This is an optimization exercise on Yosys and OpenROAD, whose aim is small area, not a production implementation.
In this exercise RTL edits were held to simulation tests only and were not proved equivalent to the original.

==> flow/design.v (outline; a module is shown in full before it is edited, if it fits) <==
// module ex_alu: 91 lines
// module ex_mult: 2813 lines
// module ex_fa: 10 lines
// module rnn_spr_file: 41 lines
// module ex_writeback: 92 lines
// module ex_stage: 128 lines
module ex_stage (
  input  logic                             clk,
  input  logic                             rst_n,
  input  logic [3:0]                       alu_operator_i,
  input  logic [ex_pkg::xlen-1:0]          alu_operand_a_i,
  input  logic [ex_pkg::xlen-1:0]          alu_operand_b_i,
  input  logic [ex_pkg::xlen-1:0]          alu_operand_c_i,
  input  logic                             alu_en_i,
  input  logic [1:0]                       mult_operator_i,
  input  logic [ex_pkg::xlen-1:0]          mult_operand_a_i,
  input  logic [ex_pkg::xlen-1:0]          mult_operand_b_i,
  input  logic [ex_pkg::xlen-1:0]          mult_operand_c_i,
  input  logic                             mult_en_i,
  input  logic [ex_pkg::xlen-1:0]          mult_dot_op_a_i,
  input  logic [ex_pkg::xlen-1:0]          mult_dot_op_b_i,
  input  logic                             dot_spr_operand_i,
  input  logic                             lsu_en_i,
  input  logic [ex_pkg::xlen-1:0]          lsu_rdata_i,
  input  logic [rnn_pkg::tosprw_w-1:0]     lsu_tosprw_ex_i,
  input  logic [rnn_pkg::tospra_w-1:0]     lsu_tospra_ex_i,
  input  logic                             lsu_ready_ex_i,
  input  logic                             lsu_err_i,
  output logic                             compute_load_vliw_o,
  input  logic                             branch_in_ex_i,
  input  logic [ex_pkg::reg_addr_w-1:0]    regfile_alu_waddr_i,
  input  logic                             regfile_alu_we_i,
  input  logic                             regfile_we_i,
  input  logic [ex_pkg::reg_addr_w-1:0]    regfile_waddr_i,
  input  logic                             csr_access_i,
  input  logic [ex_pkg::xlen-1:0]          csr_rdata_i,
  output logic [ex_pkg::reg_addr_w-1:0]    regfile_waddr_wb_o,
  output logic                             regfile_we_wb_o,
  output logic [ex_pkg::xlen-1:0]          regfile_wdata_wb_o,
  output logic [ex_pkg::reg_addr_w-1:0]    regfile_alu_waddr_fw_o,
  output logic                             regfile_alu_we_fw_o,
  output logic [ex_pkg::xlen-1:0]          regfile_alu_wdata_fw_o,
  output logic [ex_pkg::xlen-1:0]          jump_target_o,
  output logic                             branch_decision_o,
  output logic                             ex_ready_o,
  output logic                             ex_valid_o,
  input  logic                             wb_ready_i
);
  // ...
==> flow/flow/run.sh <==
#!/bin/bash
# Standard ORFS layout, with the port buffers made from the smallest buffer
# cell instead of the cell buffer_ports picks by default. Each step's output
# goes to its own log in the work folder.
set -euo pipefail
bash standard.sh synth > synth.log 2>&1
bash standard.sh "BUFFER_PORTS_ARGS=-buffer_cell sky130_fd_sc_hd__buf_1" finish > layout.log 2>&1
==> flow/standard.sh <==
#!/bin/bash
# synth_recipe.tcl (not shown) runs the flow's synth.tcl, then flattens the netlist and writes it again
# the make line also repeats each setting of config.mk as NAME=value (left out here)
make -C /OpenROAD-flow-scripts/flow DESIGN_CONFIG=/design/flow/config.mk WORK_HOME=/design/flow/orfs CLKGATE_MAP_FILE= SYNTH_SCRIPT=/design/flow/synth_recipe.tcl "${@:-finish}"
==> flow/config.mk <==
export PLATFORM = sky130hd
export DESIGN_NAME = ex_stage
export DESIGN_NICKNAME = ex_stage
export VERILOG_FILES = /design/flow/design.v
export SDC_FILE = /design/flow/constraint.sdc
export NUM_CORES = 4
export LEC_CHECK = 0
export CAP_MARGIN = 20
export CORE_MARGIN = 2
export CORE_UTILIZATION = 40
export SLEW_MARGIN = 20
export SYNTH_HIERARCHICAL = 1
export SYNTH_MINIMUM_KEEP_SIZE = 0
==> flow/constraint.sdc <==
create_clock -name core_clock -period 22.0 [get_ports {clk}]
set_input_delay 4.4000 -clock core_clock [delete_from_list [all_inputs] [get_ports {clk}]]
set_output_delay 4.4000 -clock core_clock [all_outputs]
set_load 0.01 [all_outputs]
==> flow_summary.yaml, run 1 <==
drt:
  met1_length_mm: 63.7
  top_layer: "met5"
  wl_mm: 165
  met2_length_mm: 73.5
timing:
  setup_ws_ns: 0.330
  max_freq_mhz: 46.1
outcome:
  outcome: "no timing/DRC/antenna violations"
finish:
  multi_input_area_mm2: 0.0283
  design_area_mm2: 0.0413
  layout_common_cells: "fa_1, a22oi_1, xnor2_1"
  clock_buffers: 26
  final_cells: 4984
  buf_share: 0.0795
synthesis:
  yosys.area_share.simple: 0.0717
  synth_compound_area_frac: 0.195
  synthFlopType: "edfxtp_1"
  synth.top_cell.area_share: 0.282
worst_hold_path:
  hold_end: "u_spr.aspr_vld[1]"
  min_path_type: "flip-flop to flip-flop"
worst_setup_path:
  worst-r2r-cell-count: 38
  crit_fanout: 21
  critPathLaunchType: "input port"
  cpMaxStageDelayCell: "fa_1"
global_route:
  met1_usage: 0.456
  grt.met2_usage: 0.532
  grt_max_degree: 52
cts:
  postCtsSetupBuffers: 5
  cts.path.max_buffers: 3
floorplanning:
  die_y_um: 308
  dieArea_mm2: 0.0949
  tap_cells: 1186
  die_w_um: 308
placement:
  pre_cts_ws_ns: -0.205
==> module ex_alu, before the edit <==
module ex_alu (
  input  ex_pkg::alu_op_e            operator_i,
  input  logic [ex_pkg::xlen-1:0]    operand_a_i,
  input  logic [ex_pkg::xlen-1:0]    operand_b_i,
  output logic [ex_pkg::xlen-1:0]    result_o,
  output logic                       comparison_result_o
);
  localparam int unsigned Blk1 = 12;
  localparam int unsigned Blk2 = 22;
  logic [xlen-1:0] a, b, bx, sum;
  logic            sub;
  logic [4:0]      shamt;
  logic            is_equal, lt_signed, lt_unsigned, cout;
  assign a     = operand_a_i;
  assign b     = operand_b_i;
  assign shamt = b[4:0];
  assign sub = (operator_i != ALU_ADD);
  assign bx  = b ^ {xlen{sub}};
  logic [Blk1:0]      cl;
  logic [Blk2:Blk1]   c10, c11;
  logic [xlen:Blk2]   c20, c21;
  logic [xlen-1:0]    s0, s1;
  logic               cm;
  assign cl[0] = sub;
  for (genvar i = 0; i < Blk1; i++) begin : g_lo
    ex_fa u_fa (.a(a[i]), .b(bx[i]), .c(cl[i]), .s(sum[i]), .co(cl[i+1]));
  end
  assign c10[Blk1] = 1'b0;
  assign c11[Blk1] = 1'b1;
  for (genvar i = Blk1; i < Blk2; i++) begin : g_b1
    ex_fa u_fa0 (.a(a[i]), .b(bx[i]), .c(c10[i]), .s(s0[i]), .co(c10[i+1]));
    ex_fa u_fa1 (.a(a[i]), .b(bx[i]), .c(c11[i]), .s(s1[i]), .co(c11[i+1]));
    assign sum[i] = cl[Blk1] ? s1[i] : s0[i];
  end
  assign cm = cl[Blk1] ? c11[Blk2] : c10[Blk2];
  assign c20[Blk2] = 1'b0;
  assign c21[Blk2] = 1'b1;
  for (genvar i = Blk2; i < xlen; i++) begin : g_b2
    ex_fa u_fa0 (.a(a[i]), .b(bx[i]), .c(c20[i]), .s(s0[i]), .co(c20[i+1]));
    ex_fa u_fa1 (.a(a[i]), .b(bx[i]), .c(c21[i]), .s(s1[i]), .co(c21[i+1]));
    assign sum[i] = cm ? s1[i] : s0[i];
  end
  assign cout = cm ? c21[xlen] : c20[xlen];
  assign is_equal    = ~|p;
  assign lt_unsigned = ~cout;
  assign lt_signed   = (a[xlen-1] ^ b[xlen-1]) ? a[xlen-1] : ~cout;
  logic            left, arith, fill;
  logic [xlen-1:0] sh_in, sh_out;
  logic [xlen-1:0] st [6];
  assign left  = (operator_i == ALU_SLL);
  assign arith = (operator_i == ALU_SRA);
  assign fill  = arith & a[xlen-1];
  for (genvar i = 0; i < xlen; i++) begin : g_rev
    assign sh_in[i] = left ? a[xlen-1-i] : a[i];
  end
  assign st[0] = sh_in;
  for (genvar k = 0; k < 5; k++) begin : g_st
    for (genvar i = 0; i < xlen; i++) begin : g_b
      if (i + (1 << k) < xlen) begin : g_m
        assign st[k+1][i] = shamt[k] ? st[k][i + (1 << k)] : st[k][i];
      end else begin : g_f
        assign st[k+1][i] = shamt[k] ? fill : st[k][i];
      end
    end
  end
  assign sh_out = st[5];
  always_comb begin
    case (operator_i)
      ALU_EQ:  comparison_result_o = is_equal;
      ALU_NE:  comparison_result_o = ~is_equal;
      ALU_LT:  comparison_result_o = lt_signed;
      ALU_GE:  comparison_result_o = ~lt_signed;
      default: comparison_result_o = 1'b0;
    endcase
  end
  logic            s_sum, s_g, s_p, s_shr, s_bit0;
  logic [xlen-1:0] g, p, lu, res;
  assign g      = a & b;
  assign p      = a ^ b;
  assign s_sum  = (operator_i == ALU_ADD) | (operator_i == ALU_SUB);
  assign s_g    = (operator_i == ALU_AND) | (operator_i == ALU_OR);
  assign s_p    = (operator_i == ALU_OR)  | (operator_i == ALU_XOR);
  assign s_shr  = (operator_i == ALU_SRL) | (operator_i == ALU_SRA);
  assign s_bit0 = (operator_i == ALU_SLT) ? lt_signed :
                  (operator_i == ALU_SLTU) ? lt_unsigned : comparison_result_o;
  for (genvar i = 0; i < xlen; i++) begin : g_res
    assign res[i] = (s_sum & sum[i]) | (s_g & g[i]) | (s_p & p[i])
                  | (s_shr & sh_out[i]) | (left & sh_out[xlen-1-i]);
  end
  assign result_o = {res[xlen-1:1], res[0] | s_bit0};
endmodule
==> module ex_writeback, before the edit <==
module ex_writeback (
  input  logic                             clk,
  input  logic                             rst_n,
  input  logic                             alu_en_i,
  input  logic                             mult_en_i,
  input  logic                             csr_access_i,
  input  logic                             lsu_en_i,
  input  logic                             dot_spr_operand_i,
  input  logic [ex_pkg::xlen-1:0]          alu_result_i,
  input  logic [ex_pkg::xlen-1:0]          mult_result_i,
  input  logic [ex_pkg::xlen-1:0]          csr_rdata_i,
  input  logic                             regfile_alu_we_i,
  input  logic [ex_pkg::reg_addr_w-1:0]    regfile_alu_waddr_i,
  input  logic                             regfile_we_i,
  input  logic [ex_pkg::reg_addr_w-1:0]    regfile_waddr_i,
  input  logic [rnn_pkg::tosprw_w-1:0]     lsu_tosprw_ex_i,
  input  logic [rnn_pkg::tospra_w-1:0]     lsu_tospra_ex_i,
  input  logic [ex_pkg::xlen-1:0]          lsu_rdata_i,
  input  logic                             lsu_err_i,
  input  logic                             lsu_ready_ex_i,
  input  logic                             wb_ready_i,
  input  logic                             branch_in_ex_i,
  output logic                             regfile_alu_we_fw_o,
  output logic [ex_pkg::reg_addr_w-1:0]    regfile_alu_waddr_fw_o,
  output logic [ex_pkg::xlen-1:0]          regfile_alu_wdata_fw_o,
  output logic                             regfile_we_wb_o,
  output logic [ex_pkg::reg_addr_w-1:0]    regfile_waddr_wb_o,
  output logic [ex_pkg::xlen-1:0]          regfile_wdata_wb_o,
  output logic                             wspr_we_o,
  output logic [rnn_pkg::wspr_sel_w-1:0]   wspr_waddr_o,
  output logic                             aspr_we_o,
  output logic [rnn_pkg::aspr_sel_w-1:0]   aspr_waddr_o,
  output logic                             compute_load_vliw_o,
  output logic                             ex_ready_o,
  output logic                             ex_valid_o
);
  logic                  load_compute;
  logic                  regfile_we_lsu;
  logic [reg_addr_w-1:0] regfile_waddr_lsu;
  logic [tosprw_w-1:0]   tosprw_wb;
  logic [tospra_w-1:0]   tospra_wb;
  logic                  dot_spr_operand_wb;
  logic [xlen-1:0]       mult_result_q;
  assign load_compute        = dot_spr_operand_i & mult_en_i;
  assign compute_load_vliw_o = load_compute;
  assign regfile_alu_we_fw_o    = regfile_alu_we_i;
  assign regfile_alu_waddr_fw_o = regfile_alu_waddr_i;
  always_comb begin
    regfile_alu_wdata_fw_o = '0;
    if (load_compute) begin
      regfile_alu_wdata_fw_o = alu_result_i;    
    end else if (csr_access_i) begin
      regfile_alu_wdata_fw_o = csr_rdata_i;
    end else if (mult_en_i) begin
      regfile_alu_wdata_fw_o = mult_result_i;
    end else if (alu_en_i) begin
      regfile_alu_wdata_fw_o = alu_result_i;
    end
  end
  always_ff @(posedge clk or negedge rst_n) begin
    if (!rst_n) begin
      regfile_we_lsu     <= 1'b0;
      regfile_waddr_lsu  <= '0;
      dot_spr_operand_wb <= 1'b0;
    end else if (ex_valid_o) begin
      regfile_we_lsu     <= regfile_we_i & ~lsu_err_i;
      dot_spr_operand_wb <= dot_spr_operand_i;
      if (regfile_we_i && !lsu_err_i) begin
        regfile_waddr_lsu <= regfile_waddr_i;    
      end
    end else if (wb_ready_i) begin
      regfile_we_lsu <= 1'b0;    
    end
  end
  always_ff @(posedge clk) begin
    if (ex_valid_o) begin
      tosprw_wb     <= lsu_tosprw_ex_i;
      tospra_wb     <= lsu_tospra_ex_i;
      mult_result_q <= mult_result_i;
    end
  end
  assign regfile_we_wb_o    = regfile_we_lsu;
  assign regfile_waddr_wb_o = regfile_waddr_lsu;
  assign regfile_wdata_wb_o = dot_spr_operand_wb ? mult_result_q : lsu_rdata_i;
  assign wspr_we_o    = regfile_we_lsu & tosprw_wb[0];
  assign wspr_waddr_o = tosprw_wb[tosprw_w-1:1];
  assign aspr_we_o    = regfile_we_lsu & tospra_wb[0];
  assign aspr_waddr_o = tospra_wb[tospra_w-1:1];
  assign ex_ready_o = (lsu_ready_ex_i & wb_ready_i) | branch_in_ex_i;
  assign ex_valid_o = (alu_en_i | mult_en_i | csr_access_i | lsu_en_i)
                      & lsu_ready_ex_i & wb_ready_i;
endmodule
==> module ex_stage, before the edit <==
module ex_stage (
  input  logic                             clk,
  input  logic                             rst_n,
  input  logic [3:0]                       alu_operator_i,
  input  logic [ex_pkg::xlen-1:0]          alu_operand_a_i,
  input  logic [ex_pkg::xlen-1:0]          alu_operand_b_i,
  input  logic [ex_pkg::xlen-1:0]          alu_operand_c_i,
  input  logic                             alu_en_i,
  input  logic [1:0]                       mult_operator_i,
  input  logic [ex_pkg::xlen-1:0]          mult_operand_a_i,
  input  logic [ex_pkg::xlen-1:0]          mult_operand_b_i,
  input  logic [ex_pkg::xlen-1:0]          mult_operand_c_i,
  input  logic                             mult_en_i,
  input  logic [ex_pkg::xlen-1:0]          mult_dot_op_a_i,
  input  logic [ex_pkg::xlen-1:0]          mult_dot_op_b_i,
  input  logic                             dot_spr_operand_i,
  input  logic                             lsu_en_i,
  input  logic [ex_pkg::xlen-1:0]          lsu_rdata_i,
  input  logic [rnn_pkg::tosprw_w-1:0]     lsu_tosprw_ex_i,
  input  logic [rnn_pkg::tospra_w-1:0]     lsu_tospra_ex_i,
  input  logic                             lsu_ready_ex_i,
  input  logic                             lsu_err_i,
  output logic                             compute_load_vliw_o,
  input  logic                             branch_in_ex_i,
  input  logic [ex_pkg::reg_addr_w-1:0]    regfile_alu_waddr_i,
  input  logic                             regfile_alu_we_i,
  input  logic                             regfile_we_i,
  input  logic [ex_pkg::reg_addr_w-1:0]    regfile_waddr_i,
  input  logic                             csr_access_i,
  input  logic [ex_pkg::xlen-1:0]          csr_rdata_i,
  output logic [ex_pkg::reg_addr_w-1:0]    regfile_waddr_wb_o,
  output logic                             regfile_we_wb_o,
  output logic [ex_pkg::xlen-1:0]          regfile_wdata_wb_o,
  output logic [ex_pkg::reg_addr_w-1:0]    regfile_alu_waddr_fw_o,
  output logic                             regfile_alu_we_fw_o,
  output logic [ex_pkg::xlen-1:0]          regfile_alu_wdata_fw_o,
  output logic [ex_pkg::xlen-1:0]          jump_target_o,
  output logic                             branch_decision_o,
  output logic                             ex_ready_o,
  output logic                             ex_valid_o,
  input  logic                             wb_ready_i
);
  logic [xlen-1:0]       alu_result;
  logic                  alu_cmp_result;
  logic [xlen-1:0]       mult_result;
  logic [n_wspr*xlen-1:0] wspr;
  logic [n_aspr*xlen-1:0] aspr;
  logic [n_wspr-1:0]     wspr_rd;
  logic [n_aspr-1:0]     aspr_rd;
  logic                  wspr_we;
  logic [wspr_sel_w-1:0] wspr_waddr;
  logic                  aspr_we;
  logic [aspr_sel_w-1:0] aspr_waddr;
  assign branch_decision_o = alu_cmp_result;
  assign jump_target_o     = alu_operand_c_i;
  ex_alu u_alu (
    .operator_i          (alu_operator_i),
    .operand_a_i         (alu_operand_a_i),
    .operand_b_i         (alu_operand_b_i),
    .result_o            (alu_result),
    .comparison_result_o (alu_cmp_result)
  );
  ex_mult u_mult (
    .operator_i        (mult_operator_i),
    .op_a_i            (mult_operand_a_i),
    .op_b_i            (mult_operand_b_i),
    .op_c_i            (mult_operand_c_i),
    .dot_op_a_i        (mult_dot_op_a_i),
    .dot_op_b_i        (mult_dot_op_b_i),
    .dot_spr_operand_i (dot_spr_operand_i),
    .wspr_i            (wspr),
    .aspr_i            (aspr),
    .wspr_rd_i         (wspr_rd),
    .aspr_rd_i         (aspr_rd),
    .result_o          (mult_result)
  );
  rnn_spr_file u_spr (
    .clk          (clk),
    .rst_n        (rst_n),
    .wdata_i      (lsu_rdata_i),
    .wspr_we_i    (wspr_we),
    .wspr_waddr_i (wspr_waddr),
    .aspr_we_i    (aspr_we),
    .aspr_waddr_i (aspr_waddr),
    .wspr_raddr_i (lsu_tosprw_ex_i[tosprw_w-1:1]),
    .aspr_raddr_i (lsu_tospra_ex_i[tospra_w-1:1]),
    .wspr_o       (wspr),
    .aspr_o       (aspr),
    .wspr_rd_o    (wspr_rd),
    .aspr_rd_o    (aspr_rd)
  );
  ex_writeback u_wb (
    .clk                    (clk),
    .rst_n                  (rst_n),
    .alu_en_i               (alu_en_i),
    .mult_en_i              (mult_en_i),
    .csr_access_i           (csr_access_i),
    .lsu_en_i               (lsu_en_i),
    .dot_spr_operand_i      (dot_spr_operand_i),
    .alu_result_i           (alu_result),
    .mult_result_i          (mult_result),
    .csr_rdata_i            (csr_rdata_i),
    .regfile_alu_we_i       (regfile_alu_we_i),
    .regfile_alu_waddr_i    (regfile_alu_waddr_i),
    .regfile_we_i           (regfile_we_i),
    .regfile_waddr_i        (regfile_waddr_i),
    .lsu_tosprw_ex_i        (lsu_tosprw_ex_i),
    .lsu_tospra_ex_i        (lsu_tospra_ex_i),
    .lsu_rdata_i            (lsu_rdata_i),
    .lsu_err_i              (lsu_err_i),
    .lsu_ready_ex_i         (lsu_ready_ex_i),
    .wb_ready_i             (wb_ready_i),
    .branch_in_ex_i         (branch_in_ex_i),
    .regfile_alu_we_fw_o    (regfile_alu_we_fw_o),
    .regfile_alu_waddr_fw_o (regfile_alu_waddr_fw_o),
    .regfile_alu_wdata_fw_o (regfile_alu_wdata_fw_o),
    .regfile_we_wb_o        (regfile_we_wb_o),
    .regfile_waddr_wb_o     (regfile_waddr_wb_o),
    .regfile_wdata_wb_o     (regfile_wdata_wb_o),
    .wspr_we_o              (wspr_we),
    .wspr_waddr_o           (wspr_waddr),
    .aspr_we_o              (aspr_we),
    .aspr_waddr_o           (aspr_waddr),
    .compute_load_vliw_o    (compute_load_vliw_o),
    .ex_ready_o             (ex_ready_o),
    .ex_valid_o             (ex_valid_o)
  );
endmodule
==> inputs of run 2 (changes only) <==
--- a/flow/design.v
+++ b/flow/design.v
@@ -35,55 +35,50 @@
   localparam int unsigned tospra_w = 2;
 endpackage
 `timescale 1ns/1ps
 import ex_pkg::*;
 module ex_alu (
   input  ex_pkg::alu_op_e            operator_i,
   input  logic [ex_pkg::xlen-1:0]    operand_a_i,
   input  logic [ex_pkg::xlen-1:0]    operand_b_i,
-  output logic [ex_pkg::xlen-1:0]    result_o,
-  output logic                       comparison_result_o
+  output logic                       comparison_result_o,
+  input  logic                       alu_en_i,
+  input  logic                       mult_en_i,
+  input  logic                       csr_access_i,
+  input  logic                       dot_spr_operand_i,
+  input  logic [ex_pkg::xlen-1:0]    csr_rdata_i,
+  input  logic [ex_pkg::xlen-1:0]    mult_result_i,
+  output logic [ex_pkg::xlen-1:0]    fw_wdata_o
 );
-  localparam int unsigned Blk1 = 12;
-  localparam int unsigned Blk2 = 22;
+  localparam int unsigned Blk = 20;
   logic [xlen-1:0] a, b, bx, sum;
   logic            sub;
   logic [4:0]      shamt;
   logic            is_equal, lt_signed, lt_unsigned, cout;
   assign a     = operand_a_i;
   assign b     = operand_b_i;
   assign shamt = b[4:0];
   assign sub = (operator_i != ALU_ADD);
   assign bx  = b ^ {xlen{sub}};
-  logic [Blk1:0]      cl;
-  logic [Blk2:Blk1]   c10, c11;
-  logic [xlen:Blk2]   c20, c21;
-  logic [xlen-1:0]    s0, s1;
-  logic               cm;
+  logic [Blk:0]       cl;
+  logic [xlen:Blk]    c0, c1;
+  logic [xlen-1:Blk]  s0, s1;
   assign cl[0] = sub;
-  for (genvar i = 0; i < Blk1; i++) begin : g_lo
+  for (genvar i = 0; i < Blk; i++) begin : g_lo
     ex_fa u_fa (.a(a[i]), .b(bx[i]), .c(cl[i]), .s(sum[i]), .co(cl[i+1]));
   end
-  assign c10[Blk1] = 1'b0;
-  assign c11[Blk1] = 1'b1;
-  for (genvar i = Blk1; i < Blk2; i++) begin : g_b1
-    ex_fa u_fa0 (.a(a[i]), .b(bx[i]), .c(c10[i]), .s(s0[i]), .co(c10[i+1]));
-    ex_fa u_fa1 (.a(a[i]), .b(bx[i]), .c(c11[i]), .s(s1[i]), .co(c11[i+1]));
-    assign sum[i] = cl[Blk1] ? s1[i] : s0[i];
-  end
-  assign cm = cl[Blk1] ? c11[Blk2] : c10[Blk2];
-  assign c20[Blk2] = 1'b0;
-  assign c21[Blk2] = 1'b1;
-  for (genvar i = Blk2; i < xlen; i++) begin : g_b2
-    ex_fa u_fa0 (.a(a[i]), .b(bx[i]), .c(c20[i]), .s(s0[i]), .co(c20[i+1]));
-    ex_fa u_fa1 (.a(a[i]), .b(bx[i]), .c(c21[i]), .s(s1[i]), .co(c21[i+1]));
-    assign sum[i] = cm ? s1[i] : s0[i];
+  assign c0[Blk] = 1'b0;
+  assign c1[Blk] = 1'b1;
+  for (genvar i = Blk; i < xlen; i++) begin : g_hi
+    ex_fa u_fa0 (.a(a[i]), .b(bx[i]), .c(c0[i]), .s(s0[i]), .co(c0[i+1]));
+    ex_fa u_fa1 (.a(a[i]), .b(bx[i]), .c(c1[i]), .s(s1[i]), .co(c1[i+1]));
+    assign sum[i] = cl[Blk] ? s1[i] : s0[i];
   end
-  assign cout = cm ? c21[xlen] : c20[xlen];
+  assign cout = cl[Blk] ? c1[xlen] : c0[xlen];
   assign is_equal    = ~|p;
   assign lt_unsigned = ~cout;
   assign lt_signed   = (a[xlen-1] ^ b[xlen-1]) ? a[xlen-1] : ~cout;
   logic            left, arith, fill;
   logic [xlen-1:0] sh_in, sh_out;
   logic [xlen-1:0] st [6];
   assign left  = (operator_i == ALU_SLL);
   assign arith = (operator_i == ALU_SRA);
@@ -106,31 +101,38 @@
     case (operator_i)
       ALU_EQ:  comparison_result_o = is_equal;
       ALU_NE:  comparison_result_o = ~is_equal;
       ALU_LT:  comparison_result_o = lt_signed;
       ALU_GE:  comparison_result_o = ~lt_signed;
       default: comparison_result_o = 1'b0;
     endcase
   end
-  logic            s_sum, s_g, s_p, s_shr, s_bit0;
-  logic [xlen-1:0] g, p, lu, res;
+  logic            fw_alu, fw_csr, fw_mult;
+  logic            s_sum, s_g, s_p, s_shr, s_shl, s_bit0;
+  logic [xlen-1:0] g, p, res;
+  assign fw_alu  = (dot_spr_operand_i & mult_en_i)
+                 | (~csr_access_i & ~mult_en_i & alu_en_i);
+  assign fw_csr  = ~(dot_spr_operand_i & mult_en_i) & csr_access_i;
+  assign fw_mult = ~dot_spr_operand_i & ~csr_access_i & mult_en_i;
   assign g      = a & b;
   assign p      = a ^ b;
-  assign s_sum  = (operator_i == ALU_ADD) | (operator_i == ALU_SUB);
-  assign s_g    = (operator_i == ALU_AND) | (operator_i == ALU_OR);
-  assign s_p    = (operator_i == ALU_OR)  | (operator_i == ALU_XOR);
-  assign s_shr  = (operator_i == ALU_SRL) | (operator_i == ALU_SRA);
-  assign s_bit0 = (operator_i == ALU_SLT) ? lt_signed :
-                  (operator_i == ALU_SLTU) ? lt_unsigned : comparison_result_o;
+  assign s_sum  = fw_alu & ((operator_i == ALU_ADD) | (operator_i == ALU_SUB));
+  assign s_g    = fw_alu & ((operator_i == ALU_AND) | (operator_i == ALU_OR));
+  assign s_p    = fw_alu & ((operator_i == ALU_OR)  | (operator_i == ALU_XOR));
+  assign s_shr  = fw_alu & ((operator_i == ALU_SRL) | (operator_i == ALU_SRA));
+  assign s_shl  = fw_alu & left;
+  assign s_bit0 = fw_alu & ((operator_i == ALU_SLT) ? lt_signed :
+                            (operator_i == ALU_SLTU) ? lt_unsigned : comparison_result_o);
   for (genvar i = 0; i < xlen; i++) begin : g_res
     assign res[i] = (s_sum & sum[i]) | (s_g & g[i]) | (s_p & p[i])
-                  | (s_shr & sh_out[i]) | (left & sh_out[xlen-1-i]);
+                  | (s_shr & sh_out[i]) | (s_shl & sh_out[xlen-1-i])
+                  | (fw_csr & csr_rdata_i[i]) | (fw_mult & mult_result_i[i]);
   end
-  assign result_o = {res[xlen-1:1], res[0] | s_bit0};
+  assign fw_wdata_o = {res[xlen-1:1], res[0] | s_bit0};
 endmodule
 `timescale 1ns/1ps
 import ex_pkg::*;
 module ex_mult (
   input  ex_pkg::mult_op_e           operator_i,
   input  logic [ex_pkg::xlen-1:0]    op_a_i,
   input  logic [ex_pkg::xlen-1:0]    op_b_i,
   input  logic [ex_pkg::xlen-1:0]    op_c_i,
@@ -1679,16 +1681,17 @@
   logic c1493;
   logic s1494;
   logic c1495;
   logic s1496;
   logic c1497;
   logic s1498;
   logic c1499;
   logic cy1500;
+  logic x1501;
   assign bl0 = 1'b0;
   assign one0 = B[0] ^ bl0;
   assign two0 = (B[1] & ~B[0] & ~bl0) | (~B[1] & B[0] & bl0);
   assign neg0 = B[1] & ~(B[0] & bl0);
   assign bl1 = B[1];
   assign one1 = B[2] ^ bl1;
   assign two1 = (B[3] & ~B[2] & ~bl1) | (~B[3] & B[2] & bl1);
   assign neg1 = B[3] & ~(B[2] & bl1);
@@ -2934,19 +2937,27 @@
   assign R[24] = cy1459 ? s1486 : s1466;
   assign R[25] = cy1459 ? s1488 : s1468;
   assign R[26] = cy1459 ? s1490 : s1470;
   assign R[27] = cy1459 ? s1492 : s1472;
   assign R[28] = cy1459 ? s1494 : s1474;
   assign R[29] = cy1459 ? s1496 : s1476;
   assign R[30] = cy1459 ? s1498 : s1478;
   assign cy1500 = cy1459 ? c1499 : c1479;
-  assign R[31] = cc496 ^ pp116 ^ pp148 ^ pp178 ^ pp206 ^ pp232 ^ pp264 ^ pp294 ^ pp32 ^ pp322 ^ pp348 ^ pp380 ^ pp410 ^ pp438 ^ pp464 ^ pp62 ^ pp90 ^ c752 ^ c744 ^ c746 ^ c748 ^ c750 ^ c966 ^ c968 ^ c970 ^ c1146 ^ c972 ^ c1148 ^ c1150 ^ c1270 ^ c1272 ^ c1334 ^ c1396 ^ cy1500;
+  assign x1501 = cc496 ^ pp116 ^ pp148 ^ pp178 ^ pp206 ^ pp232 ^ pp264 ^ pp294 ^ pp32 ^ pp322 ^ pp348 ^ pp380 ^ pp410 ^ pp438 ^ pp464 ^ pp62 ^ pp90 ^ c752 ^ c744 ^ c746 ^ c748 ^ c750 ^ c966 ^ c968 ^ c970 ^ c1146 ^ c972 ^ c1148 ^ c1150 ^ c1270 ^ c1272 ^ c1334 ^ c1396;
+  ex_xor2 u_r31 (.a(x1501), .b(cy1500), .y(R[31]));
   assign result_o = R;
 endmodule
+module ex_xor2 (
+  input  logic a,
+  input  logic b,
+  output logic y
+);
+  assign y = a ^ b;
+endmodule
 module ex_fa (
   input  logic a,
   input  logic b,
   input  logic c,
   output logic s,
   output logic co
 );
   assign s  = a ^ b ^ c;
@@ -3002,33 +3013,30 @@
 module ex_writeback (
   input  logic                             clk,
   input  logic                             rst_n,
   input  logic                             alu_en_i,
   input  logic                             mult_en_i,
   input  logic                             csr_access_i,
   input  logic                             lsu_en_i,
   input  logic                             dot_spr_operand_i,
-  input  logic [ex_pkg::xlen-1:0]          alu_result_i,
   input  logic [ex_pkg::xlen-1:0]          mult_result_i,
-  input  logic [ex_pkg::xlen-1:0]          csr_rdata_i,
   input  logic                             regfile_alu_we_i,
   input  logic [ex_pkg::reg_addr_w-1:0]    regfile_alu_waddr_i,
   input  logic                             regfile_we_i,
   input  logic [ex_pkg::reg_addr_w-1:0]    regfile_waddr_i,
   input  logic [rnn_pkg::tosprw_w-1:0]     lsu_tosprw_ex_i,
   input  logic [rnn_pkg::tospra_w-1:0]     lsu_tospra_ex_i,
   input  logic [ex_pkg::xlen-1:0]          lsu_rdata_i,
   input  logic                             lsu_err_i,
   input  logic                             lsu_ready_ex_i,
   input  logic                             wb_ready_i,
   input  logic                             branch_in_ex_i,
   output logic                             regfile_alu_we_fw_o,
   output logic [ex_pkg::reg_addr_w-1:0]    regfile_alu_waddr_fw_o,
-  output logic [ex_pkg::xlen-1:0]          regfile_alu_wdata_fw_o,
   output logic                             regfile_we_wb_o,
   output logic [ex_pkg::reg_addr_w-1:0]    regfile_waddr_wb_o,
   output logic [ex_pkg::xlen-1:0]          regfile_wdata_wb_o,
   output logic                             wspr_we_o,
   output logic [rnn_pkg::wspr_sel_w-1:0]   wspr_waddr_o,
   output logic                             aspr_we_o,
   output logic [rnn_pkg::aspr_sel_w-1:0]   aspr_waddr_o,
   output logic                             compute_load_vliw_o,
@@ -3041,28 +3049,16 @@
   logic [tosprw_w-1:0]   tosprw_wb;
   logic [tospra_w-1:0]   tospra_wb;
   logic                  dot_spr_operand_wb;
   logic [xlen-1:0]       mult_result_q;
   assign load_compute        = dot_spr_operand_i & mult_en_i;
   assign compute_load_vliw_o = load_compute;
   assign regfile_alu_we_fw_o    = regfile_alu_we_i;
   assign regfile_alu_waddr_fw_o = regfile_alu_waddr_i;
-  always_comb begin
-    regfile_alu_wdata_fw_o = '0;
-    if (load_compute) begin
-      regfile_alu_wdata_fw_o = alu_result_i;    
-    end else if (csr_access_i) begin
-      regfile_alu_wdata_fw_o = csr_rdata_i;
-    end else if (mult_en_i) begin
-      regfile_alu_wdata_fw_o = mult_result_i;
-    end else if (alu_en_i) begin
-      regfile_alu_wdata_fw_o = alu_result_i;
-    end
-  end
   always_ff @(posedge clk or negedge rst_n) begin
     if (!rst_n) begin
       regfile_we_lsu     <= 1'b0;
       regfile_waddr_lsu  <= '0;
       dot_spr_operand_wb <= 1'b0;
     end else if (ex_valid_o) begin
       regfile_we_lsu     <= regfile_we_i & ~lsu_err_i;
       dot_spr_operand_wb <= dot_spr_operand_i;
@@ -3131,35 +3127,40 @@
   output logic                             regfile_alu_we_fw_o,
   output logic [ex_pkg::xlen-1:0]          regfile_alu_wdata_fw_o,
   output logic [ex_pkg::xlen-1:0]          jump_target_o,
   output logic                             branch_decision_o,
   output logic                             ex_ready_o,
   output logic                             ex_valid_o,
   input  logic                             wb_ready_i
 );
-  logic [xlen-1:0]       alu_result;
   logic                  alu_cmp_result;
   logic [xlen-1:0]       mult_result;
   logic [n_wspr*xlen-1:0] wspr;
   logic [n_aspr*xlen-1:0] aspr;
   logic [n_wspr-1:0]     wspr_rd;
   logic [n_aspr-1:0]     aspr_rd;
   logic                  wspr_we;
   logic [wspr_sel_w-1:0] wspr_waddr;
   logic                  aspr_we;
   logic [aspr_sel_w-1:0] aspr_waddr;
   assign branch_decision_o = alu_cmp_result;
   assign jump_target_o     = alu_operand_c_i;
   ex_alu u_alu (
     .operator_i          (alu_operator_i),
     .operand_a_i         (alu_operand_a_i),
     .operand_b_i         (alu_operand_b_i),
-    .result_o            (alu_result),
-    .comparison_result_o (alu_cmp_result)
+    .comparison_result_o (alu_cmp_result),
+    .alu_en_i            (alu_en_i),
+    .mult_en_i           (mult_en_i),
+    .csr_access_i        (csr_access_i),
+    .dot_spr_operand_i   (dot_spr_operand_i),
+    .csr_rdata_i         (csr_rdata_i),
+    .mult_result_i       (mult_result),
+    .fw_wdata_o          (regfile_alu_wdata_fw_o)
   );
   ex_mult u_mult (
     .operator_i        (mult_operator_i),
     .op_a_i            (mult_operand_a_i),
     .op_b_i            (mult_operand_b_i),
     .op_c_i            (mult_operand_c_i),
     .dot_op_a_i        (mult_dot_op_a_i),
     .dot_op_b_i        (mult_dot_op_b_i),
@@ -3188,33 +3189,30 @@
   ex_writeback u_wb (
     .clk                    (clk),
     .rst_n                  (rst_n),
     .alu_en_i               (alu_en_i),
     .mult_en_i              (mult_en_i),
     .csr_access_i           (csr_access_i),
     .lsu_en_i               (lsu_en_i),
     .dot_spr_operand_i      (dot_spr_operand_i),
-    .alu_result_i           (alu_result),
     .mult_result_i          (mult_result),
-    .csr_rdata_i            (csr_rdata_i),
     .regfile_alu_we_i       (regfile_alu_we_i),
     .regfile_alu_waddr_i    (regfile_alu_waddr_i),
     .regfile_we_i           (regfile_we_i),
     .regfile_waddr_i        (regfile_waddr_i),
     .lsu_tosprw_ex_i        (lsu_tosprw_ex_i),
     .lsu_tospra_ex_i        (lsu_tospra_ex_i),
     .lsu_rdata_i            (lsu_rdata_i),
     .lsu_err_i              (lsu_err_i),
     .lsu_ready_ex_i         (lsu_ready_ex_i),
     .wb_ready_i             (wb_ready_i),
     .branch_in_ex_i         (branch_in_ex_i),
     .regfile_alu_we_fw_o    (regfile_alu_we_fw_o),
     .regfile_alu_waddr_fw_o (regfile_alu_waddr_fw_o),
-    .regfile_alu_wdata_fw_o (regfile_alu_wdata_fw_o),
     .regfile_we_wb_o        (regfile_we_wb_o),
     .regfile_waddr_wb_o     (regfile_waddr_wb_o),
     .regfile_wdata_wb_o     (regfile_wdata_wb_o),
     .wspr_we_o              (wspr_we),
     .wspr_waddr_o           (wspr_waddr),
     .aspr_we_o              (aspr_we),
     .aspr_waddr_o           (aspr_waddr),
     .compute_load_vliw_o    (compute_load_vliw_o),
==> flow/config.mk (replaced) <==
export PLATFORM = sky130hd
export DESIGN_NAME = ex_stage
export DESIGN_NICKNAME = ex_stage
export VERILOG_FILES = /design/flow/design.v
export SDC_FILE = /design/flow/constraint.sdc
export NUM_CORES = 4
export LEC_CHECK = 0
export CAP_MARGIN = 5
export CORE_MARGIN = 2
export CORE_UTILIZATION = 40
export SLEW_MARGIN = 5
export SYNTH_HIERARCHICAL = 1
export SYNTH_MINIMUM_KEEP_SIZE = 0
==> run 2 against run 1 <==
Register-to-register slack better by 1.0 ns. Clock-buffer cell count up 9. Critical path depth down 4. Synthesized cell count down 3.4%. Die area down 1.8%. Wire length up 0.86%. Critical path type unchanged. Synthesized area down 1.8%.
==> flow_summary.yaml, run 2 <==
synthesis:
  synthTopCellsByArea: "fa_1, edfxtp_1, xnor2_1"
  synthCells: 3334
  synthArstFlopShare: 0.0576
  synthFlopType: "edfxtp_1"
  avgSynthCellArea_um2: 10.9
  synth.top_cell.area_share: 0.282
  synthAdderAreaFrac: 0.310
  synth_compound_area_frac: 0.185
  synthMostInstantiatedCell: "fa_1"
  synth_top_area_cell: "fa_1"
  synth_cell_type_count: 105
  synth-seq-cells: 243
  seq_area_frac_synth: 0.199
  synth_xor_area_frac: 0.122
  synthMuxAreaShare: 0.0606
  syn_area_mm2: 0.0363
  synth_top_family_by_area: "adder cells"
  synthTopCellsByCount: "fa_1, a22oi_1, xnor2_1"
  yosys.area_share.simple: 0.0735
  synth_edf_count: 229
  synth_warnings: 11
global_route:
  grt_max_degree: 55
  first_global_vias: 31300
  grt_antenna_before_repair: 20
  grt.total_usage: 0.347
  globalRouteOverflowTotal: 0
  grt_first_pass_wirelength_mm: 233
worst_hold_path:
  hold_end: "u_spr.aspr_vld[1]"
  min_path_type: "flip-flop to flip-flop"
  min-delay-start: "u_spr.aspr_vld[1]"
  holdPathStages: 1
cts:
  cts_max_level: 1
  clock_latency_ns: 0.57
  cts_buffers: 27
  cts_tree: "done"
  cts_hold_buf: 0
  clockRootBuffer: "clkbuf_16"
  cts-resized-gates: 0
  cts.path.max_buffers: 3
  postCtsSetupBuffers: 0
  cts.clk_slew.worst_paths_ns: 0.06
  clock-sinks: 243
timing:
  drv_slew: 0
  worstMarginPinSlew_ns: 1.35
  fin_crit_ns: 21.04
  hold_violations: 0
  max_freq_mhz: 47.5
  fin_crit_sh: 0.956
  relSlewSlack: 0.103
  final.hold.worst_slack_ns: 0.457
  setup-violations-final: 0
  fin_setup_tns_ns: 0
  setup_ws_ns: 0.963
  skew_ns: 0.0177
  rsz0062_at_grt: "no"
worst_setup_path:
  cpMaxStageDelayCell: "and3_1"
  r2r_slack_ns: 10.17
  cpPeakStageDelay_ns: 0.81
  cp.arrival_ns: 16.64
  regToRegEndpoint: "u_wb.mult_result_q[31]"
  crit_fanout: 17
  worst-r2r-cell-count: 30
  cp_common_cell: "fa_1"
  crit_type: "input port to output pin"
  critPathLaunchType: "input port"
  reg2reg_from: "u_spr.wspr_vld[3]"
  endpoint_kind: "output pin"
  cp.required_ns: 17.60
flow_run:
  cap_violations: 0
floorplanning:
  std_cell_rows: 110
  start_util: 0.403
  dieArea_mm2: 0.0932
  die_w_um: 305
  core-area_mm2: 0.0900
  die_y_um: 305
  pin_count: 470
drt:
  routedWlPerCell_um: 34.7
  drt_iter0_drc: 5228
  drc_errors: 0
  wl_mm: 166
  vias: 31800
  dr.pass1.iters: 8
  viasPerCell: 6.65
  postRouteAntennaNets: 0
placement:
  hpwl_mm: 132
  dp_cells: 4723
  portBuffers: 391
  pre_cts_ws_ns: 1.18
  gp_congestion: 1.04
  place_area_mm2: 0.0389
finish:
  drive_gt1_frac: 0.111
  final_cells: 4780
  area_growth_pct: 9.95
  layout_common_cells: "fa_1, a22oi_1, xnor2_1"
  nNetsFinal: 4524
  mostFrequentLayoutCell: "fa_1"
  largestRegisters: "u_spr.wspr_o x128, u_spr.aspr_o x64, u_wb.mult_result_q x32"
  largest_reg_flops: 128
  design_area_mm2: 0.0399
  utilization: 0.443
  top_register: "u_spr.wspr_o"
outcome:
  outcome: "no timing/DRC/antenna violations"
-- run 2: changes by cell type after synthesis, sizes merged, moves of 22 or more --
cell and delta:
a21oi -22, nor2 -39, a21o -34, a22oi +30, nand2 +24, a22o -26
-- run 2: critical path, delay by kind of cell --
family | cells | cell delay, ns
adders and majority gates | 16 | 6.87
muxes | 2 | 0.56
buffers and inverters | 5 | 1.39
xor gates and xnor gates | 2 | 0.75
and+or+nand+nor | 4 | 1.58
AOI/OAI and AO/OA | 6 | 1.08
-- run 2: how the worst max path moves through the flow --
stage | slack (ns) | end | cells past startpoint | startpoint
after floorplan | 2.19 | regfile_alu_wdata_fw_o[21] | 37 | mult_operator_i[1]
after global placement | 1.32 | regfile_alu_wdata_fw_o[31] | 34 | dot_spr_operand_i
after detailed placement | 1.18 | regfile_alu_wdata_fw_o[31] | 34 | dot_spr_operand_i
after CTS | 1.19 | regfile_alu_wdata_fw_o[31] | 34 | dot_spr_operand_i
after global routing | 0.70 | regfile_alu_wdata_fw_o[31] | 35 | lsu_tosprw_ex_i[2]
final | 0.96 | regfile_alu_wdata_fw_o[31] | 35 | lsu_tosprw_ex_i[1]
-- run 2: final cells by class --
type	count	area, µm²
fillers	8672	50100
multi-input cells	2717	27500
flip-flops and latches	243	7230
repair buffers	532	2530
well taps	1176	1470
clock buffers	35	726
clock inverters	15	244
inverters	55	206
diodes	7	17.5
-- run 2: modules after synthesis (local to each module, per instance), a selection --
module        flip-flops and latches  cells  copies in the design
ex_mult                            0   1900                     1
ex_writeback                      45    107                     1
ex_alu                             0    564                     1
ex_fa                              0      1                   512
rnn_spr_file                     198    218                     1
ex_stage                           0     32                     1
-- run 2: cells by family (layout without fill, tap and decap cells) --
kind of cell | after synthesis | count (layout)
adder cells (fa/ha/maj) | 592 | 592
AO/OA/AOI/OAI | 907 | 907
multiplexers | 155 | 155
flip-flops | 243 | 243
buffers and inverters | 377 | 637
XOR/XNOR | 490 | 490
other | 4 | 14
AND/OR/NAND/NOR | 566 | 566
-- run 2: routing by layer --
metal / routed length [µm] / track usage / vias up
met5: 177 / 0 / -
met4: 8980 / 0.151 / 26
met3: 23300 / 0.114 / 472
met2: 74400 / 0.543 / 2618
met1: 59200 / 0.439 / 16000
li1: - / - / 12700
==> inputs of run 3 (changes only) <==
--- a/flow/config.mk
+++ b/flow/config.mk
@@ -6,8 +6,8 @@
 export NUM_CORES = 4
 export LEC_CHECK = 0
-export CAP_MARGIN = 5
+export CAP_MARGIN = 20
 export CORE_MARGIN = 2
 export CORE_UTILIZATION = 40
-export SLEW_MARGIN = 5
+export SLEW_MARGIN = 20
 export SYNTH_HIERARCHICAL = 1
 export SYNTH_MINIMUM_KEEP_SIZE = 0
==> run 3 against run 2 <==
Highest routed layer unchanged. Sequential cell count stayed put. Critical path type unchanged. Cell count hardly changed. Still clean on timing, DRC and antenna. Critical path depth stayed put. Die area stayed put. Utilization is 0.074 points lower. Fmax is 0.31% higher. Largest cell class unchanged.
==> flow_summary.yaml, run 3 <==
worst_setup_path:
  r2r_slack_ns: 10.22
  endpoint_kind: "output pin"
  critPathLaunchType: "input port"
  cpPeakStageDelay_ns: 0.56
  worst-r2r-cell-count: 30
  crit_fanout: 27
  regToRegEndpoint: "u_wb.mult_result_q[31]"
  crit_type: "input port to output pin"
  cp.arrival_ns: 16.57
  cp.required_ns: 17.60
  cp_common_cell: "fa_1"
  cpMaxStageDelayCell: "fa_1"
  reg2reg_from: "u_spr.wspr_vld[0]"
timing:
  drv_slew: 0
  rsz0062_at_grt: "no"
  worstMarginPinSlew_ns: 1.26
  hold_violations: 0
  fin_crit_sh: 0.953
  fin_crit_ns: 20.97
  fin_setup_tns_ns: 0
  max_freq_mhz: 47.7
  relSlewSlack: 0.157
  setup-violations-final: 0
  skew_ns: 0.0199
finish:
  final_cells: 4782
  drive_gt1_frac: 0.113
  nFillCells: 8634
  mostFrequentLayoutCell: "fa_1"
  top_register: "u_spr.wspr_o"
  layout_common_cells: "fa_1, a22oi_1, xnor2_1"
  largestRegisters: "u_spr.wspr_o x128, u_spr.aspr_o x64, u_wb.mult_result_q x32"
  area_growth_pct: 9.77
  nNetsFinal: 4529
  largest_reg_flops: 128
synthesis:
  synthTopCellsByArea: "fa_1, edfxtp_1, xnor2_1"
  synthMostInstantiatedCell: "fa_1"
  synth_top_family_by_area: "adder cells"
  synth_compound_area_frac: 0.185
  synthMuxAreaShare: 0.0606
  syn_area_mm2: 0.0363
  synth_edf_count: 229
  synth-seq-cells: 243
  synth_top_area_cell: "fa_1"
  synth_warnings: 11
  synth_xor_area_frac: 0.122
  synthFlopType: "edfxtp_1"
  synthCells: 3334
  synth_cell_type_count: 105
  yosys.area_share.simple: 0.0735
  synth.top_cell.area_share: 0.282
  seq_area_frac_synth: 0.199
  avgSynthCellArea_um2: 10.9
  synthTopCellsByCount: "fa_1, a22oi_1, xnor2_1"
  synthArstFlopShare: 0.0576
  synthAdderAreaFrac: 0.310
global_route:
  grt.total_usage: 0.347
  grt_antenna_before_repair: 17
  first_global_vias: 31400
  grt_first_pass_wirelength_mm: 233
  globalRouteOverflowTotal: 0
  grt_max_degree: 55
cts:
  cts_tree: "done"
  cts-resized-gates: 0
  clockRootBuffer: "clkbuf_16"
  postCtsSetupBuffers: 0
  clock_latency_ns: 0.56
  cts_max_level: 1
  cts_hold_buf: 0
  cts.clk_slew.worst_paths_ns: 0.06
  clock-sinks: 243
  cts_buffers: 27
  cts.path.max_buffers: 3
drt:
  dr.pass1.iters: 9
  routedWlPerCell_um: 34.6
  wl_mm: 166
  postRouteAntennaNets: 0
  drt_iter0_drc: 5181
  vias: 32000
  viasPerCell: 6.70
  drc_errors: 0
floorplanning:
  pin_count: 470
  start_util: 0.403
  core-area_mm2: 0.0900
  die_y_um: 305
  dieArea_mm2: 0.0932
  die_w_um: 305
  std_cell_rows: 110
worst_hold_path:
  hold_end: "u_spr.aspr_vld[1]"
  min_path_type: "flip-flop to flip-flop"
  min-delay-start: "u_spr.aspr_vld[1]"
  holdPathStages: 1
placement:
  portBuffers: 391
  gp_congestion: 1.04
  hpwl_mm: 132
  dp_cells: 4724
outcome:
  outcome: "no timing/DRC/antenna violations"
flow_run:
  cap_violations: 0
run 3: cell counts after synthesis:
Identical to the previous run, type by type.
run 3: worst max-delay path by stage:
stage / startpoint / depth (start not counted) / slack, ns / to
3_5_place_dp: dot_spr_operand_i / 34 / 1.19 / regfile_alu_wdata_fw_o[31]
4_1_cts: lsu_tosprw_ex_i[2] / 35 / 1.22 / regfile_alu_wdata_fw_o[31]
2_1_floorplan: mult_operator_i[1] / 37 / 2.19 / regfile_alu_wdata_fw_o[21]
6_report: lsu_tosprw_ex_i[2] / 35 / 1.03 / regfile_alu_wdata_fw_o[31]
3_3_place_gp: dot_spr_operand_i / 34 / 1.32 / regfile_alu_wdata_fw_o[31]
5_1_grt: lsu_tosprw_ex_i[1] / 35 / 0.72 / regfile_alu_wdata_fw_o[31]
run 3: Yosys stat by module, one instance, submodules excluded:
module        cells  copies in the design  flip-flops and latches  cell area (µm²)
ex_alu          564                     1                       0             4650
ex_fa             1                   512                       0             20.0
ex_mult        1900                     1                       0            13200
ex_stage         32                     1                       0              240
ex_writeback    107                     1                      45             1930
ex_xor2           1                     1                       0             8.76
rnn_spr_file    218                     1                     198             6040
run 3: kinds of logic (layout without fill, tap and decap cells):
| group | count (synthesis) | count (layout) |
|---|---|---|
| AOI/OAI and AO/OA | 907 | 907 |
| adders and majority gates | 592 | 592 |
| and+or+nand+nor | 566 | 566 |
| xor gates and xnor gates | 490 | 490 |
| buffers and inverters | 377 | 642 |
| DFF | 243 | 243 |
| muxes | 155 | 155 |
| other | 4 | 11 |
run 3: per-stage QoR:
step,setup slack (ns),cell area [µm²],hold WS (ns),util
2_1_floorplan,2.19,36300,0.424,-
3_3_place_gp,1.32,38900,0.442,0.432
3_5_place_dp,1.19,39000,0.445,0.433
4_1_cts,1.22,39800,0.460,0.442
5_1_grt,0.721,39800,0.465,0.443
6_report,1.03,39900,0.459,0.443
run 3: worst max-delay path: cells and delay by family:
kind / cells / cell delay [ns]
muxes: 2 / 0.55
and+or+nand+nor: 6 / 1.91
adders and majority gates: 16 / 6.85
AOI/OAI and AO/OA: 4 / 0.77
buffers and inverters: 5 / 1.35
xor gates and xnor gates: 2 / 0.69
run 3: area by class of cell:
type / instances / area [µm²] / area share
Inverter: 55 / 206 / 0.00518
Sequential cell: 243 / 7230 / 0.181
Clock buffer: 31 / 691 / 0.0173
Multi-Input combinational cell: 2717 / 27500 / 0.690
Timing Repair Buffer: 537 / 2580 / 0.0647
Antenna cell: 4 / 10.0 / 0.000251
Tap cell: 1176 / 1470 / 0.0369
Clock inverter: 19 / 160 / 0.00402
run 3: per-layer routing:
| layer | track usage | routed length (µm) |
|---|---|---|
| met1 | 0.443 | 59200 |
| met2 | 0.541 | 73600 |
| met3 | 0.115 | 23400 |
| met4 | 0.147 | 9270 |
| met5 | 0 | 199 |
==> inputs of run 4 (changes only) <==
==> flow/flow/run.sh (replaced) <==
#!/bin/bash
# Standard ORFS layout with two changes: the port buffers are the smallest
# buffer cell, and clock tree synthesis adds no dummy loads. Each step's
# output goes to its own log in the work folder.
set -euo pipefail
bash standard.sh synth > synth.log 2>&1
bash standard.sh "BUFFER_PORTS_ARGS=-buffer_cell sky130_fd_sc_hd__buf_1" \
  "CTS_ARGS=-sink_clustering_enable -repair_clock_nets -dont_use_dummy_load" \
  finish > layout.log 2>&1
--- a/flow/config.mk
+++ b/flow/config.mk
@@ -6,8 +6,8 @@
 export NUM_CORES = 4
 export LEC_CHECK = 0
-export CAP_MARGIN = 20
+export CAP_MARGIN = 5
 export CORE_MARGIN = 2
 export CORE_UTILIZATION = 40
-export SLEW_MARGIN = 20
+export SLEW_MARGIN = 5
 export SYNTH_HIERARCHICAL = 1
 export SYNTH_MINIMUM_KEEP_SIZE = 0
==> run 4 against run 3 <==
Still clean. Fmax about the same. Synthesized cell count unchanged. Worst setup slack gained 0.020 ns. Critical path depth is the same. Cell count is 0.59% lower.
==> flow_summary.yaml, run 4 <==
outcome:
  outcome: "no timing/DRC/antenna violations"
synthesis:
  synthFlopType: "edfxtp_1"
  synth_xor_area_frac: 0.122
  synth_warnings: 11
  synth_cell_type_count: 105
  synth-seq-cells: 243
  synth.top_cell.area_share: 0.282
  synth_edf_count: 229
  synthArstFlopShare: 0.0576
  yosys.area_share.simple: 0.0735
  synthTopCellsByArea: "fa_1, edfxtp_1, xnor2_1"
  synthMuxAreaShare: 0.0606
  synthMostInstantiatedCell: "fa_1"
  synthCells: 3334
  synth_compound_area_frac: 0.185
  synthAdderAreaFrac: 0.310
  synthTopCellsByCount: "fa_1, a22oi_1, xnor2_1"
  syn_area_mm2: 0.0363
  synth_top_area_cell: "fa_1"
  synth_top_family_by_area: "adder cells"
  avgSynthCellArea_um2: 10.9
  seq_area_frac_synth: 0.199
worst_setup_path:
  crit_type: "input port to output pin"
  cp.required_ns: 17.60
  cp.arrival_ns: 16.55
  cpMaxStageDelayCell: "and3_1"
  endpoint_kind: "output pin"
  r2r_slack_ns: 10.27
  crit_path_start: "lsu_tosprw_ex_i[1]"
  crit_fanout: 17
  crit_family: "adder cells"
  cpPeakStageDelay_ns: 0.81
  cp_common_cell: "fa_1"
  critPathLaunchType: "input port"
  path_buf_inv: 5
  reg2reg_from: "u_spr.wspr_vld[0]"
drt:
  routedWlPerCell_um: 34.8
  wl_mm: 165
  drt_iter0_drc: 5067
  viasPerCell: 6.66
  vias: 31700
  dr.pass1.iters: 10
  postRouteAntennaNets: 0
  drc_errors: 0
floorplanning:
  die_y_um: 305
  pin_count: 470
  die_w_um: 305
  std_cell_rows: 110
  start_util: 0.403
  core-area_mm2: 0.0900
  dieArea_mm2: 0.0932
placement:
  hpwl_mm: 132
  gp_congestion: 1.04
  portBuffers: 391
cts:
  clockRootBuffer: "clkbuf_16"
  cts_hold_buf: 0
  cts_buffers: 27
  cts_tree: "done"
  postCtsSetupBuffers: 0
  cts-resized-gates: 0
  cts_max_level: 1
  cts.clk_slew.worst_paths_ns: 0.05
  clock_latency_ns: 0.56
  clock-sinks: 243
  cts.path.max_buffers: 3
finish:
  mostFrequentLayoutCell: "fa_1"
  largest_reg_flops: 128
  layout_common_cells: "fa_1, a22oi_1, xnor2_1"
  largestRegisters: "u_spr.wspr_o x128, u_spr.aspr_o x64, u_wb.mult_result_q x32"
  area_growth_pct: 9.12
  nNetsFinal: 4524
  drive_gt1_frac: 0.107
  nFillCells: 8693
  top_register: "u_spr.wspr_o"
flow_run:
  cap_violations: 0
global_route:
  gr-usage-met3: 0.122
  globalRouteOverflowTotal: 0
  met1_usage: 0.434
  first_global_vias: 31300
  grt_max_degree: 55
  grt_busiest_layer: "met2"
  grt_first_pass_wirelength_mm: 233
  grt.total_usage: 0.347
  grt_antenna_before_repair: 21
  grt.met2_usage: 0.537
timing:
  rsz0062_at_grt: "no"
  drv_slew: 0
  max_freq_mhz: 47.7
  fin_crit_sh: 0.952
  setup-violations-final: 0
  skew_ns: 0.0331
  fin_crit_ns: 20.95
  fin_setup_tns_ns: 0
  worstMarginPinSlew_ns: 1.35
  hold_violations: 0
  relSlewSlack: 0.0979
worst_hold_path:
  min_path_type: "flip-flop to flip-flop"
  min-delay-start: "u_spr.aspr_vld[1]"
## run 4: cell counts after synthesis
Identical to the previous run, type by type.
## run 4: final timing paths
path                       cells after the start                          to
min in group asynchronous                      1           u_spr.wspr_vld[0]
max in group asynchronous                      1     u_wb.dot_spr_operand_wb
hold / removal                                 1           u_spr.aspr_vld[1]
setup / recovery                              35  regfile_alu_wdata_fw_o[31]
hold reg to reg                                1           u_spr.aspr_vld[1]
setup reg to reg                              30      u_wb.mult_result_q[31]
## run 4: logic make-up after synthesis
kind of cell | after synthesis
AO/OA/AOI/OAI | 907
AND/OR/NAND/NOR | 566
adder cells (fa/ha/maj) | 592
multiplexers | 155
buffers and inverters | 377
flip-flops | 243
XOR/XNOR | 490
other | 4
## run 4: worst register-to-register path, delay by kind of cell (launching register included)
kind / cells / cell delay, ns
buffers and inverters: 3 / 1.07
AO/OA/AOI/OAI: 2 / 0.33
AND/OR/NAND/NOR: 5 / 1.60
adder cells (fa/ha/maj): 16 / 6.85
multiplexers: 2 / 0.57
XOR/XNOR: 2 / 0.71
flip-flops: 1 / 0.35
## run 4: per-module statistics from Yosys, one instance, submodules excluded
module | copies in the design | flops+latches | cell area (µm²) | cells inside
ex_alu | 1 | 0 | 4650 | 564
ex_fa | 512 | 0 | 20.0 | 1
ex_mult | 1 | 0 | 13200 | 1900
ex_stage | 1 | 0 | 240 | 32
ex_writeback | 1 | 45 | 1930 | 107
ex_xor2 | 1 | 0 | 8.76 | 1
rnn_spr_file | 1 | 198 | 6040 | 218
## run 4: cell type report
class,instances,area [µm²],share of cell area
Antenna cell,4,10.0,0.000253
Clock buffer,27,676,0.0171
Inverter,55,206,0.00521
Multi-Input combinational cell,2717,27500,0.694
Sequential cell,243,7230,0.182
Tap cell,1176,1470,0.0371
Timing Repair Buffer,532,2530,0.0639
## run 4: layer usage
layer	routed length (µm)	vias up
met4	9780	32
met1	59200	16000
met2	73400	2454
met5	195	-
li1	-	12600
met3	22800	533
## run 4: metrics by stage
stage	instances	cell area [µm²]	worst slack [ns]	util	hold slack (ns)
finish	4754	39600	1.05	0.440	0.455
detailed placement	4723	38900	1.18	0.432	0.444
global route	4750	39600	0.709	0.440	0.463
global placement	4723	38900	1.32	0.432	0.442
CTS	4750	39600	1.22	0.440	0.459
floorplan	3337	36300	2.19	-	0.424
==> inputs of run 5 (changes only) <==
==> flow/flow/run.sh (replaced) <==
#!/bin/bash
# Standard ORFS layout with two changes: the port buffers are the smallest
# buffer cell, and clock tree synthesis adds no dummy loads and builds the
# tree from small clock buffers. Each step's output goes to its own log in
# the work folder.
set -euo pipefail
bash standard.sh synth > synth.log 2>&1
bash standard.sh "BUFFER_PORTS_ARGS=-buffer_cell sky130_fd_sc_hd__buf_1" \
  "CTS_ARGS=-sink_clustering_enable -repair_clock_nets -dont_use_dummy_load -buf_list {sky130_fd_sc_hd__clkbuf_4 sky130_fd_sc_hd__clkbuf_8}" \
  finish > layout.log 2>&1
==> run 5 against run 4 <==
Synthesized cell count is the same. Clock skew up 0.060 ns. Critical endpoint unchanged. First-iteration DRC count increased by 2.7%. Cell count rose by 0.38%. Still clean on timing, DRC and antenna. Worst hold slack hardly changed. Register-to-register slack worse by 0.09 ns. Largest cell class unchanged. Sequential cell count unchanged. Wire length up 0.23%. Clock-buffer cell count rose by 16.
==> flow_summary.yaml, run 5 <==
floorplanning:
  dieArea_mm2: 0.0932
  core-area_mm2: 0.0900
  std_cell_rows: 110
  die_y_um: 305
  start_util: 0.403
  die_w_um: 305
  pin_count: 470
timing:
  hold_violations: 0
  drv_slew: 0
  fin_crit_ns: 21.00
  worstMarginPinSlew_ns: 1.44
  fin_crit_sh: 0.954
  rsz0062_at_grt: "no"
  skew_ns: 0.0930
  setup_ws_ns: 1.00
  fin_setup_tns_ns: 0
  relSlewSlack: 0.0430
  max_freq_mhz: 47.6
  setup-violations-final: 0
synthesis:
  synthTopCellsByCount: "fa_1, a22oi_1, xnor2_1"
  synth_top_area_cell: "fa_1"
  synth_edf_count: 229
  synth_cell_type_count: 105
  synthCells: 3334
  seq_area_frac_synth: 0.199
  synth_warnings: 11
  synth-seq-cells: 243
  syn_area_mm2: 0.0363
  synthMostInstantiatedCell: "fa_1"
  synthTopCellsByArea: "fa_1, edfxtp_1, xnor2_1"
  synth.top_cell.area_share: 0.282
  avgSynthCellArea_um2: 10.9
  synthFlopType: "edfxtp_1"
  synthArstFlopShare: 0.0576
drt:
  viasPerCell: 6.68
  drc_errors: 0
  drt_iter0_drc: 5204
  vias: 31900
  routedWlPerCell_um: 34.7
  postRouteAntennaNets: 0
  wl_mm: 166
  dr.pass1.iters: 10
finish:
  top_register: "u_spr.wspr_o"
  layout_common_cells: "fa_1, a22oi_1, xnor2_1"
  mostFrequentLayoutCell: "fa_1"
  area_growth_pct: 8.91
  utilization: 0.439
  nNetsFinal: 4540
  largest_reg_flops: 128
  largestRegisters: "u_spr.wspr_o x128, u_spr.aspr_o x64, u_wb.mult_result_q x32"
  final_cells: 4772
  drive_gt1_frac: 0.111
worst_setup_path:
  reg2reg_from: "u_spr.wspr_vld[0]"
  crit_type: "input port to output pin"
  cp.arrival_ns: 16.60
  crit_fanout: 27
  r2r_slack_ns: 10.18
  crit_path_start: "lsu_tosprw_ex_i[2]"
  cpMaxStageDelayCell: "fa_1"
  cp.required_ns: 17.60
  cp_common_cell: "fa_1"
  endpoint_kind: "output pin"
  critPathLaunchType: "input port"
  path_buf_inv: 5
  cpPeakStageDelay_ns: 0.56
  crit_family: "adder cells"
placement:
  gp_congestion: 1.04
  portBuffers: 391
  pre_cts_ws_ns: 1.18
  hpwl_mm: 132
  dp_cells: 4723
worst_hold_path:
  min_path_type: "flip-flop to flip-flop"
  min-delay-start: "u_spr.aspr_vld[1]"
global_route:
  grt_max_degree: 55
  grt.total_usage: 0.348
  grt_antenna_before_repair: 18
  first_global_vias: 31400
  globalRouteOverflowTotal: 0
  grt_first_pass_wirelength_mm: 233
cts:
  clockRootBuffer: "clkbuf_8"
  clock-sinks: 243
  cts-resized-gates: 0
  cts.clk_slew.worst_paths_ns: 0.05
  postCtsSetupBuffers: 0
  clock_latency_ns: 0.62
  cts_buffers: 43
  cts.path.max_buffers: 3
  cts_hold_buf: 0
  cts_tree: "done"
  cts_max_level: 2
outcome:
  outcome: "no timing/DRC/antenna violations"
flow_run:
  cap_violations: 0
run 5: metrics by stage:
stage | hold slack, ns | area (µm²)
final | 0.455 | 39500
after global routing | 0.475 | 39500
after CTS | 0.458 | 39500
after detailed placement | 0.444 | 38900
after global placement | 0.442 | 38900
after floorplan | 0.424 | 36300
run 5: metal layers:
metal / global-route usage / up-vias / share of wire
met3: 0.120 / 522 / 0.14
li1: - / 12700 / -
met5: 0 / - / 0.00080
met2: 0.539 / 2651 / 0.44
met4: 0.157 / 22 / 0.057
met1: 0.439 / 16000 / 0.36
run 5: cell families (layout without fill, tap and decap cells):
kind of cell,after synthesis,after routing,share of synthesized area
multiplexers,155,155,0.0606
flip-flops,243,243,0.199
other,4,13,0.000413
buffers and inverters,377,630,0.0499
AND/OR/NAND/NOR,566,566,0.0735
XOR/XNOR,490,490,0.122
adder cells (fa/ha/maj),592,592,0.310
AO/OA/AOI/OAI,907,907,0.185
run 5: modules after synthesis (local to each module, per instance):
module        cell area (µm²)  cells  copies in the design
ex_alu                   4650    564                     1
ex_stage                  240     32                     1
rnn_spr_file             6040    218                     1
ex_writeback             1930    107                     1
ex_mult                 13200   1900                     1
ex_xor2                  8.76      1                     1
ex_fa                    20.0      1                   512
run 5: layout make-up:
cell class	instances	area [µm²]
Antenna cell	6	15.0
Tap cell	1176	1470
Inverter	55	206
Sequential cell	243	7230
Clock buffer	43	592
Multi-Input combinational cell	2717	27500
Fill cell	8704	50500
Timing Repair Buffer	532	2530
run 5: worst paths after layout:
check | endpoint | depth (start not counted)
min | u_spr.aspr_vld[1] | 1
min in group asynchronous | u_spr.wspr_vld[0] | 1
max in group asynchronous | u_wb.dot_spr_operand_wb | 1
min reg2reg | u_spr.aspr_vld[1] | 1
max reg2reg | u_wb.mult_result_q[31] | 30
max | regfile_alu_wdata_fw_o[31] | 35

==> afterwards: timing with drivers on the ports <==
The results above use ideal ports. As a check the final layouts listed here were re-extracted and re-timed, cells and wires unchanged. Step 1 (the two cells are an assumption about what drives the block):
set clk [get_ports {clk}]
set_driving_cell -lib_cell sky130_fd_sc_hd__clkbuf_16 $clk
set_driving_cell -lib_cell sky130_fd_sc_hd__buf_2 [delete_from_list [all_inputs] $clk]
Step 2 adds t to the input delays and takes it off the output delays; t is the mean of the earliest and latest rising clock arrival at the registers after step 1. Input paths then give back, and output paths get back, about the clock's delay inside the block. Slacks: ideal ports / drivers / drivers and shift; pairs: ideal ports / drivers.
run | t, ns | setup WS [ns] | worst hold slack (ns) | latest minus earliest clock arrival (ns)
run 1 | 0.570 | 0.330 / 0.309 / 0.309 | 0.457 / 0.457 / 0.457 | 0.028 / 0.028
run 2 | 0.606 | 0.963 / 0.937 / 0.937 | 0.457 / 0.457 / 0.457 | 0.018 / 0.018
run 3 | 0.605 | 1.029 / 1.005 / 1.005 | 0.459 / 0.459 / 0.459 | 0.021 / 0.021
run 4 | 0.589 | 1.049 / 1.023 / 1.023 | 0.455 / 0.455 / 0.455 | 0.035 / 0.035
run 5 | 0.623 | 1.002 / 0.977 / 0.977 | 0.455 / 0.455 / 0.455 | 0.093 / 0.093
After both steps setup and hold are still met in every run listed.
